From an optimization exercise on the open Yosys and OpenROAD flow, aimed at small area and a short achievable clock period; shortcuts taken in it are not production practice.
RTL that was checked went through simulation tests only; none was proved equivalent to the original.

==> flow/design.v <==
module mdu_param #(
    parameter int WIDTH       = 32,
    parameter int MULT_CYCLES = 5,
    parameter int DIV_CYCLES  = 10
) (
    input  logic             clk,
    input  logic             reset,
    input  logic             req,
    input  logic [WIDTH-1:0] in_a,
    input  logic [WIDTH-1:0] in_b,
    input  logic [3:0]       MDUOp,
    input  logic             start,
    output logic [WIDTH-1:0] data_hi,
    output logic [WIDTH-1:0] data_lo,
    output logic             busy
);
    localparam int UW = 36;    
    localparam int NU = 4;     
    localparam logic [3:0] OP_MULT  = 4'd1;
    localparam logic [3:0] OP_MULTU = 4'd2;
    localparam logic [3:0] OP_DIV   = 4'd3;
    localparam logic [3:0] OP_DIVU  = 4'd4;
    localparam logic [3:0] OP_MTHI  = 4'd7;
    localparam logic [3:0] OP_MTLO  = 4'd8;
    localparam logic [3:0] OP_MADD  = 4'd9;
    localparam logic [3:0] OP_MADDU = 4'd10;
    localparam logic [3:0] OP_MSUB  = 4'd11;
    localparam logic [3:0] OP_MSUBU = 4'd12;
    logic [31:0]   hi_q, lo_q;
    logic [3:0]    cnt_q;
    logic          busy_q;
    logic          div_q;      
    logic          sgn_q;      
    logic          msub_q;     
    logic          accum_q;    
    logic          nega_q;     
    logic          negq_q;     
    logic          negb_q;     
    logic [33:0]   a_q;        
    logic [31:0]   q_q;        
    logic          qm1_q;      
    logic [34:0]   acc_q;      
    logic          zero0_q;    
    assign data_hi = hi_q;
    assign data_lo = lo_q;
    assign busy    = busy_q;
    logic op_long, op_div, op_sgn, op_msub, op_accum;
    always_comb begin
        op_long  = 1'b0;
        op_div   = 1'b0;
        op_sgn   = 1'b0;
        op_msub  = 1'b0;
        op_accum = 1'b0;
        case (MDUOp)
            OP_MULT:  begin op_long = 1'b1; op_sgn = 1'b1; end
            OP_MULTU: begin op_long = 1'b1; end
            OP_DIV:   begin op_long = 1'b1; op_div = 1'b1; op_sgn = 1'b1; end
            OP_DIVU:  begin op_long = 1'b1; op_div = 1'b1; end
            OP_MADD:  begin op_long = 1'b1; op_sgn = 1'b1; op_accum = 1'b1; end
            OP_MADDU: begin op_long = 1'b1; op_accum = 1'b1; end
            OP_MSUB:  begin op_long = 1'b1; op_sgn = 1'b1; op_accum = 1'b1; op_msub = 1'b1; end
            OP_MSUBU: begin op_long = 1'b1; op_accum = 1'b1; op_msub = 1'b1; end
            default:  ;
        endcase
    end
    logic accept;
    assign accept = start & op_long & ~busy_q & ~req;
    logic d_first_q;    
    logic d_step_q;     
    logic d_last_q;     
    logic m_last_q;     
    logic negctl_q;     
    logic last;
    logic d_first, d_step, d_last, m_last;
    assign d_first = d_first_q;
    assign d_step  = d_step_q;
    assign d_last  = d_last_q;
    assign m_last  = m_last_q;
    assign last    = d_last_q | m_last_q;
    logic        negctl;
    logic [31:0] q_neg;
    logic [31:0] q_or;      
    assign negctl = negctl_q;
    always_comb begin
        q_or[0] = 1'b0;
        for (int i = 1; i < 32; i++) q_or[i] = q_or[i-1] | q_q[i-1];
    end
    assign q_neg = q_q ^ ({32{negctl}} & q_or);
    function automatic logic [UW-1:0] add_pp(input logic [UW-1:0] x, input logic [UW-1:0] y,
                                            input logic ci);
        logic [UW:0] g, p, gn, pn;
        logic [UW-1:0] h;
        g[0] = ci;
        p[0] = 1'b0;
        for (int i = 0; i < UW; i++) begin
            g[i+1] = x[i] & y[i];
            p[i+1] = x[i] ^ y[i];
            h[i]   = x[i] ^ y[i];
        end
        for (int d = 1; d <= UW; d = d * 2) begin
            gn = g;
            pn = p;
            for (int k = 0; k <= UW; k++) begin
                if ((k & d) != 0) begin
                    gn[k] = g[k] | (p[k] & g[(k / d) * d - 1]);
                    pn[k] = p[k] & p[(k / d) * d - 1];
                end
            end
            g = gn;
            p = pn;
        end
        for (int i = 0; i < UW; i++) add_pp[i] = h[i] ^ g[i];
    endfunction
    logic [UW-1:0] ux   [NU];
    logic [UW-1:0] uy   [NU];
    logic          ucin [NU];
    logic [UW-1:0] us   [NU];
    logic          uacc [NU];    
    logic [32:0]   urem [NU];    
    logic          b_one [NU], b_two [NU], b_neg [NU], b_hi [NU];
    always_comb begin
        for (int k = 0; k < NU; k++) begin
            logic b1, b0, bm;
            b1 = q_q[2*k+1];
            b0 = q_q[2*k];
            bm = (k == 0) ? qm1_q : q_q[2*k-1];
            if (k == 0 && m_last) begin
                b1 = sgn_q & qm1_q;
                b0 = sgn_q & qm1_q;
            end
            b_one[k] = b0 ^ bm;
            b_two[k] = (b1 & ~b0 & ~bm) | (~b1 & b0 & bm);
            b_neg[k] = b1 ^ msub_q;
            b_hi[k]  = 1'b0;
            if (m_last && k != 0) begin
                b_one[k] = 1'b0;
                b_two[k] = 1'b0;
                b_neg[k] = 1'b0;
                b_hi[k]  = (k == 1) & accum_q;
            end
            if (div_q) begin
                b_one[k] = ~d_last | ((k == 0) & (acc_q[34] ^ nega_q));
                b_two[k] = 1'b0;
                b_neg[k] = d_first ? ~negb_q : (d_last & (k == 0) & acc_q[34] & ~nega_q);
            end
        end
    end
    always_comb begin
        for (int k = 0; k < NU; k++) begin
            if (k == 0) begin
                if (d_step)
                    ux[k] = {{(UW-34){acc_q[32]}}, acc_q[32:0], q_q[31] ^ nega_q};
                else
                    ux[k] = zero0_q ? '0 : {{(UW-35){acc_q[34]}}, acc_q};
            end else begin
                if (d_step)
                    ux[k] = {{(UW-34){urem[k-1][32]}}, urem[k-1], q_q[31-k] ^ nega_q};
                else
                    ux[k] = {{2{us[k-1][UW-1]}}, us[k-1][UW-1:2]};
            end
            if (d_step)
                ucin[k] = (k == 0) ? acc_q[34] : us[k-1][UW-1];
            else
                ucin[k] = b_neg[k] | ((k == 0) & d_last & nega_q);
            for (int i = 0; i < UW; i++) begin
                logic a1, a2;
                a1 = a_q[(i > 33) ? 33 : i];
                a2 = (i == 0) ? 1'b0 : a_q[(i - 1 > 33) ? 33 : i - 1];
                uy[k][i] = ((b_one[k] & a1) | (b_two[k] & a2)) ^ (d_step ? ucin[k] : b_neg[k]);
                if (i < 30) uy[k][i] = uy[k][i] | (b_hi[k] & hi_q[i+2]);
            end
            us[k] = add_pp(ux[k], uy[k], ucin[k]);
            if (k != 0) us[k][UW-1] = us[k][UW-2];
            uacc[k] = us[k][UW-1] ^ ~nega_q;
            urem[k] = us[k][32:0];
        end
    end
    logic        commit;
    logic        bzero;
    assign bzero  = (a_q == 34'd0);
    assign commit = last & ~(div_q & bzero);
    logic wr_hi, wr_lo;
    assign wr_hi = ~busy_q & ~req & (MDUOp == OP_MTHI);
    assign wr_lo = ~busy_q & ~req & (MDUOp == OP_MTLO);
    always_ff @(posedge clk) begin
        if (reset) begin
            cnt_q     <= 4'd0;
            busy_q    <= 1'b0;
            d_first_q <= 1'b0;
            d_step_q  <= 1'b0;
            d_last_q  <= 1'b0;
            m_last_q  <= 1'b0;
        end else begin
            d_first_q <= accept & op_div;
            d_step_q  <= busy_q & div_q & (cnt_q >= 4'd3);
            d_last_q  <= busy_q & div_q & (cnt_q == 4'd2);
            m_last_q  <= busy_q & ~div_q & (cnt_q == 4'd2);
            if (busy_q) begin
                cnt_q  <= cnt_q - 4'd1;
                busy_q <= (cnt_q != 4'd1);
            end else if (accept) begin
                cnt_q  <= op_div ? 4'd10 : 4'd5;
                busy_q <= 1'b1;
            end
        end
    end
    logic        ld_hi, ld_lo, ld_r, keep_hi, keep_lo;
    logic [31:0] hi_d, lo_d;
    assign ld_hi   = ~reset & wr_hi;
    assign ld_lo   = ~reset & wr_lo;
    assign ld_r    = ~reset & commit;
    assign keep_hi = ~reset & ~wr_hi & ~commit;
    assign keep_lo = ~reset & ~wr_lo & ~commit;
    assign hi_d = ({32{ld_hi}} & in_a) | ({32{ld_r}} & {us[1][29:0], us[0][1:0]}) | ({32{keep_hi}} & hi_q);
    assign lo_d = ({32{ld_lo}} & in_a) | ({32{ld_r}} & q_neg) | ({32{keep_lo}} & lo_q);
    always_ff @(posedge clk) begin
        hi_q <= hi_d;
        lo_q <= lo_d;
    end
    logic [6:0]  fl_in;
    logic [33:0] a_d;
    assign fl_in = {~MDUOp[3] & (MDUOp[2] | (MDUOp[1] & MDUOp[0])),    
                    MDUOp[0],                                          
                    MDUOp[3] & (MDUOp[2] | (MDUOp[1] & MDUOp[0])),     
                    MDUOp[3],                                          
                    (MDUOp == OP_DIV) & in_a[31],                      
                    (MDUOp == OP_DIV) & in_b[31],                      
                    (MDUOp == OP_DIV) & (in_a[31] ^ in_b[31])};        
    assign a_d = ({34{~busy_q}} & {{2{MDUOp[0] & in_b[31]}}, in_b})
               | ({34{d_first_q}} & us[0][33:0])
               | ({34{busy_q & ~d_first_q}} & a_q);
    always_ff @(posedge clk) begin
        {div_q, sgn_q, msub_q, accum_q, nega_q, negb_q, negq_q} <=
            ({7{~busy_q}} & fl_in) | ({7{busy_q}} & {div_q, sgn_q, msub_q, accum_q, nega_q, negb_q, negq_q});
        a_q <= a_d;
    end
    always_ff @(posedge clk) begin
        if (~busy_q) begin
            negctl_q <= (MDUOp == OP_DIV) & in_a[31];
            q_q      <= in_a;
            qm1_q    <= 1'b0;
            acc_q    <= {1'b0, hi_q[1:0], lo_q};
            zero0_q  <= ~MDUOp[3];
        end else begin
            negctl_q <= negq_q;
            zero0_q  <= 1'b0;
            if (div_q) begin
                if (d_first) begin
                    q_q   <= q_neg;
                    acc_q <= {35{nega_q}};
                end else begin
                    q_q   <= {q_q[27:0], uacc[0], uacc[1], uacc[2], uacc[3]};
                    acc_q <= {{2{urem[3][32]}}, urem[3]};
                end
            end else begin
                q_q   <= {us[3][1:0], us[2][1:0], us[1][1:0], us[0][1:0], q_q[31:8]};
                qm1_q <= q_q[7];
                acc_q <= {us[3][UW-1], us[3][UW-1:2]};
            end
        end
    end
endmodule
==> flow/config.mk <==
export PLATFORM = sky130hd
export DESIGN_NAME = mdu_param
export DESIGN_NICKNAME = mdu_param
export VERILOG_FILES = /design/flow/design.v
export SDC_FILE = /design/flow/constraint.sdc
export NUM_CORES = 4
export LEC_CHECK = 0
export ABC_AREA = 1
export CAP_MARGIN = 20
export CORE_MARGIN = 2
export CORE_UTILIZATION = 40
export SLEW_MARGIN = 60
==> flow/constraint.sdc <==
create_clock -name core_clock -period 90.0 [get_ports {clk}]
set_input_delay 18.0000 -clock core_clock [delete_from_list [all_inputs] [get_ports {clk}]]
set_output_delay 18.0000 -clock core_clock [all_outputs]
set_load 0.01 [all_outputs]
standard.sh (not shown) runs the stock make flow with config.mk's settings and CLKGATE_MAP_FILE= SYNTH_SCRIPT=/design/flow/synth_recipe.tcl, a recipe that flattens the netlist after the stock synthesis.
==> flow/flow/run.sh <==
#!/bin/bash
set -euo pipefail
export BUFFER_PORTS_ARGS="-buffer_cell sky130_fd_sc_hd__buf_1"
export CTS_ARGS='-sink_clustering_enable -repair_clock_nets -buf_list sky130_fd_sc_hd__clkbuf_8 -tree_buf sky130_fd_sc_hd__clkbuf_16 -dont_use_dummy_load'
bash standard.sh > standard.log 2>&1
Next try:
--- a/flow/design.v
+++ b/flow/design.v
@@ -203,41 +203,33 @@
                 busy_q <= 1'b1;
             end
         end
     end
-    logic        ld_hi, ld_lo, ld_r, keep_hi, keep_lo;
-    logic [31:0] hi_d, lo_d;
-    assign ld_hi   = ~reset & wr_hi;
-    assign ld_lo   = ~reset & wr_lo;
-    assign ld_r    = ~reset & commit;
-    assign keep_hi = ~reset & ~wr_hi & ~commit;
-    assign keep_lo = ~reset & ~wr_lo & ~commit;
-    assign hi_d = ({32{ld_hi}} & in_a) | ({32{ld_r}} & {us[1][29:0], us[0][1:0]}) | ({32{keep_hi}} & hi_q);
-    assign lo_d = ({32{ld_lo}} & in_a) | ({32{ld_r}} & q_neg) | ({32{keep_lo}} & lo_q);
+    logic        hi_en, lo_en;
+    logic [31:0] hi_nx, lo_nx;
+    assign hi_en = reset | wr_hi | commit;
+    assign lo_en = reset | wr_lo | commit;
+    logic [31:0] in_a_z;
+    logic        take_r;
+    assign in_a_z = in_a & {32{~reset}};
+    assign take_r = busy_q & ~reset;
+    assign hi_nx  = take_r ? {us[1][29:0], us[0][1:0]} : in_a_z;
+    assign lo_nx  = take_r ? q_neg : in_a_z;
     always_ff @(posedge clk) begin
-        hi_q <= hi_d;
-        lo_q <= lo_d;
-    end
-    logic [6:0]  fl_in;
-    logic [33:0] a_d;
-    assign fl_in = {~MDUOp[3] & (MDUOp[2] | (MDUOp[1] & MDUOp[0])),    
-                    MDUOp[0],                                          
-                    MDUOp[3] & (MDUOp[2] | (MDUOp[1] & MDUOp[0])),     
-                    MDUOp[3],                                          
-                    (MDUOp == OP_DIV) & in_a[31],                      
-                    (MDUOp == OP_DIV) & in_b[31],                      
-                    (MDUOp == OP_DIV) & (in_a[31] ^ in_b[31])};        
-    assign a_d = ({34{~busy_q}} & {{2{MDUOp[0] & in_b[31]}}, in_b})
-               | ({34{d_first_q}} & us[0][33:0])
-               | ({34{busy_q & ~d_first_q}} & a_q);
-    always_ff @(posedge clk) begin
-        {div_q, sgn_q, msub_q, accum_q, nega_q, negb_q, negq_q} <=
-            ({7{~busy_q}} & fl_in) | ({7{busy_q}} & {div_q, sgn_q, msub_q, accum_q, nega_q, negb_q, negq_q});
-        a_q <= a_d;
+        if (hi_en) hi_q <= hi_nx;
+        if (lo_en) lo_q <= lo_nx;
     end
     always_ff @(posedge clk) begin
         if (~busy_q) begin
+            div_q    <= ~MDUOp[3] & (MDUOp[2] | (MDUOp[1] & MDUOp[0]));
+            sgn_q    <= MDUOp[0];
+            msub_q   <= MDUOp[3] & (MDUOp[2] | (MDUOp[1] & MDUOp[0]));
+            accum_q  <= MDUOp[3];
+            nega_q   <= (MDUOp == OP_DIV) & in_a[31];
+            negb_q   <= (MDUOp == OP_DIV) & in_b[31];
+            negq_q   <= (MDUOp == OP_DIV) & (in_a[31] ^ in_b[31]);
             negctl_q <= (MDUOp == OP_DIV) & in_a[31];
+            a_q      <= {{2{MDUOp[0] & in_b[31]}}, in_b};
             q_q      <= in_a;
             qm1_q    <= 1'b0;
             acc_q    <= {1'b0, hi_q[1:0], lo_q};
             zero0_q  <= ~MDUOp[3];
@@ -245,8 +237,9 @@
             negctl_q <= negq_q;
             zero0_q  <= 1'b0;
             if (div_q) begin
                 if (d_first) begin
+                    a_q   <= us[0][33:0];
                     q_q   <= q_neg;
                     acc_q <= {35{nega_q}};
                 end else begin
                     q_q   <= {q_q[27:0], uacc[0], uacc[1], uacc[2], uacc[3]};
Result:
- setup slack gains 0.20 ns
- die area increases by 0.49%
- core utilization decreases by 0.18 points
- first-iteration DRC count is lower by 5.4%
- cell count shrinks by 4.3%
- count of clock-buffer cells in the layout does not change
- non-clock buffer count goes down by 2
- maximum frequency grows by 1.0%
- cell area went up by 1.1%
- critical path depth goes down by 1
- hold slack is better by 0.051 ns
The RTL of the first run of this note was laid out without a check of its function.


## before
Another version of the RTL of mdu_param (not shown whole).
Size: ~2900 cells after synthesis, ~180 flip-flops, ~140 I/O pins, about 22000 um2 of cells after synthesis.
==> flow/config.mk <==
export PLATFORM = sky130hd
export DESIGN_NAME = mdu_param
export DESIGN_NICKNAME = mdu_param
export VERILOG_FILES = /design/flow/design.v
export SDC_FILE = /design/flow/constraint.sdc
export NUM_CORES = 4
export LEC_CHECK = 0
export CAP_MARGIN = 20
export CORE_MARGIN = 2
export CORE_UTILIZATION = 40
export SLEW_MARGIN = 20
==> flow/constraint.sdc <==
create_clock -name core_clock -period 90.0 [get_ports {clk}]
set_input_delay 18.0000 -clock core_clock [delete_from_list [all_inputs] [get_ports {clk}]]
set_output_delay 18.0000 -clock core_clock [all_outputs]
set_load 0.01 [all_outputs]
run.sh (not shown) runs the stock make flow with config.mk's settings and CLKGATE_MAP_FILE= SYNTH_SCRIPT=/design/flow/synth_recipe.tcl, a recipe that flattens the netlist after the stock synthesis.
Stock flow here: none of the scripts above is used.
Here is what was changed in the inputs of after compared with before.
--- a/flow/design.v
+++ b/flow/design.v
@@ -109,23 +109,17 @@
             if (m_last && k != 0) begin
                 b_one[k] = 1'b0;
                 b_two[k] = 1'b0;
                 b_neg[k] = 1'b0;
                 b_hi[k]  = (k == 1) & accum_q;
             end
             if (div_q) begin
-                if (d_last) begin
-                    b_one[k] = 1'b0;
-                    b_two[k] = 1'b0;
-                    b_neg[k] = 1'b0;
-                end else begin
-                    b_one[k] = 1'b1;
-                    b_two[k] = 1'b0;
-                    b_neg[k] = ~negb_q ^ nega_q;
-                end
+                b_one[k] = ~d_last | ((k == 0) & (acc_q[34] ^ nega_q));
+                b_two[k] = 1'b0;
+                b_neg[k] = d_first ? ~negb_q : (d_last & (k == 0) & acc_q[34] & ~nega_q);
             end
         end
     end
     always_comb begin
         for (int k = 0; k < NU; k++) begin
             if (k == 0) begin
                 if (d_step)
@@ -134,25 +128,28 @@
                     ux[k] = {{(UW-35){acc_q[34]}}, acc_q};
             end else begin
                 if (d_step)
                     ux[k] = {{(UW-34){urem[k-1][32]}}, urem[k-1], q_q[31-k] ^ nega_q};
                 else
                     ux[k] = {{2{us[k-1][UW-1]}}, us[k-1][UW-1:2]};
             end
+            if (d_step)
+                ucin[k] = (k == 0) ? acc_q[34] : us[k-1][UW-1];
+            else
+                ucin[k] = b_neg[k] | ((k == 0) & d_last & nega_q);
             for (int i = 0; i < UW; i++) begin
                 logic a1, a2;
                 a1 = a_q[(i > 33) ? 33 : i];
                 a2 = (i == 0) ? 1'b0 : a_q[(i - 1 > 33) ? 33 : i - 1];
-                uy[k][i] = ((b_one[k] & a1) | (b_two[k] & a2)) ^ b_neg[k];
+                uy[k][i] = ((b_one[k] & a1) | (b_two[k] & a2)) ^ (d_step ? ucin[k] : b_neg[k]);
                 if (i < 30) uy[k][i] = uy[k][i] | (b_hi[k] & hi_q[i+2]);
             end
-            ucin[k] = b_neg[k] | ((k == 0) & d_last & nega_q);
             us[k]   = ux[k] + uy[k] + {{(UW-1){1'b0}}, ucin[k]};
             uacc[k] = us[k][UW-1] ^ ~nega_q;
-            urem[k] = uacc[k] ? us[k][32:0] : ux[k][32:0];
+            urem[k] = us[k][32:0];
         end
     end
     logic        commit;
     logic        bzero;
     assign bzero  = (a_q == 34'd0);
     assign commit = last & ~(div_q & bzero);
     always_ff @(posedge clk) begin
@@ -201,14 +198,15 @@
             q_q      <= in_a;
             qm1_q    <= 1'b0;
             acc_q    <= op_accum ? {1'b0, hi_q[1:0], lo_q} : 35'd0;
         end else begin
             negctl_q <= negq_q;
             if (div_q) begin
                 if (d_first) begin
+                    a_q   <= us[0][33:0];
                     q_q   <= q_neg;
                     acc_q <= {35{nega_q}};
                 end else begin
                     q_q   <= {q_q[27:0], uacc[0], uacc[1], uacc[2], uacc[3]};
                     acc_q <= {{2{urem[3][32]}}, urem[3]};
                 end
             end else begin
==> results.txt <==
after reached the final stage; the timing, DRC and antenna checks on its layout passed.
Looking at startpoint-to-endpoint class of the critical path, the input pin to flip-flop result is from before; the flip-flop to output pin one comes from after.
Via count on after is ahead of before.
Across both runs, cell area after technology mapping was lower for after than for before.
The routed wire length of after falls short of that of before by 21%.
Between after and before, it is after whose cell area is lower, by 5.9%.
Compared after vs before, and clock-buffer cell count is up in after.
Fmax: higher on before
Weighted congestion reported at the end of routability-driven placement, before and after, higher one = before.
On slack of the worst reg-to-reg path, the lower figure sits with before, not after.
From before to after the numbers moved as follows: part of the cycle the worst path needs increased by 0.20 points relative to the old numbers.
For before, only the layout was checked, not whether the RTL still works.

port drivers added, routing unchanged:
The results above use ideal ports. As a check the final layouts listed here were re-extracted and re-timed, cells and wires unchanged. Step 1 assumes that a clkbuf_16 drives the clock port and a buf_2 every other input. Step 2 moves the port delays by t, midway between the first and last clock arrival at a register: inputs arrive t later, outputs are due t later. That takes back most of the time a late clock gives input paths. Slacks: no drivers / after step 1 / after step 2; pairs: no drivers / after step 1.
run | t, ns | setup slack, ns | worst setup path at the end | latest minus earliest clock arrival (ns) | worst data-port slew with drivers (ns)
the first run of note 1 | 0.683 | 70.393 / 70.341 / 70.058 | input to register | 0.032 / 0.031 | 0.06
the second run of note 1 | 0.674 | 70.593 / 70.539 / 70.157 | input to register | 0.031 / 0.031 | 0.04
before | 0.526 | 70.337 / 70.292 / 69.845 | input to register | 0.024 / 0.025 | 0.06
after | 0.572 | 70.161 / 70.098 / 69.848 | input to register | 0.023 / 0.022 | 0.06
After both steps setup and hold are still met in every run listed. The setup slack of before, which loses most, moves by -0.045 ns with the drivers and by -0.492 ns with both steps.
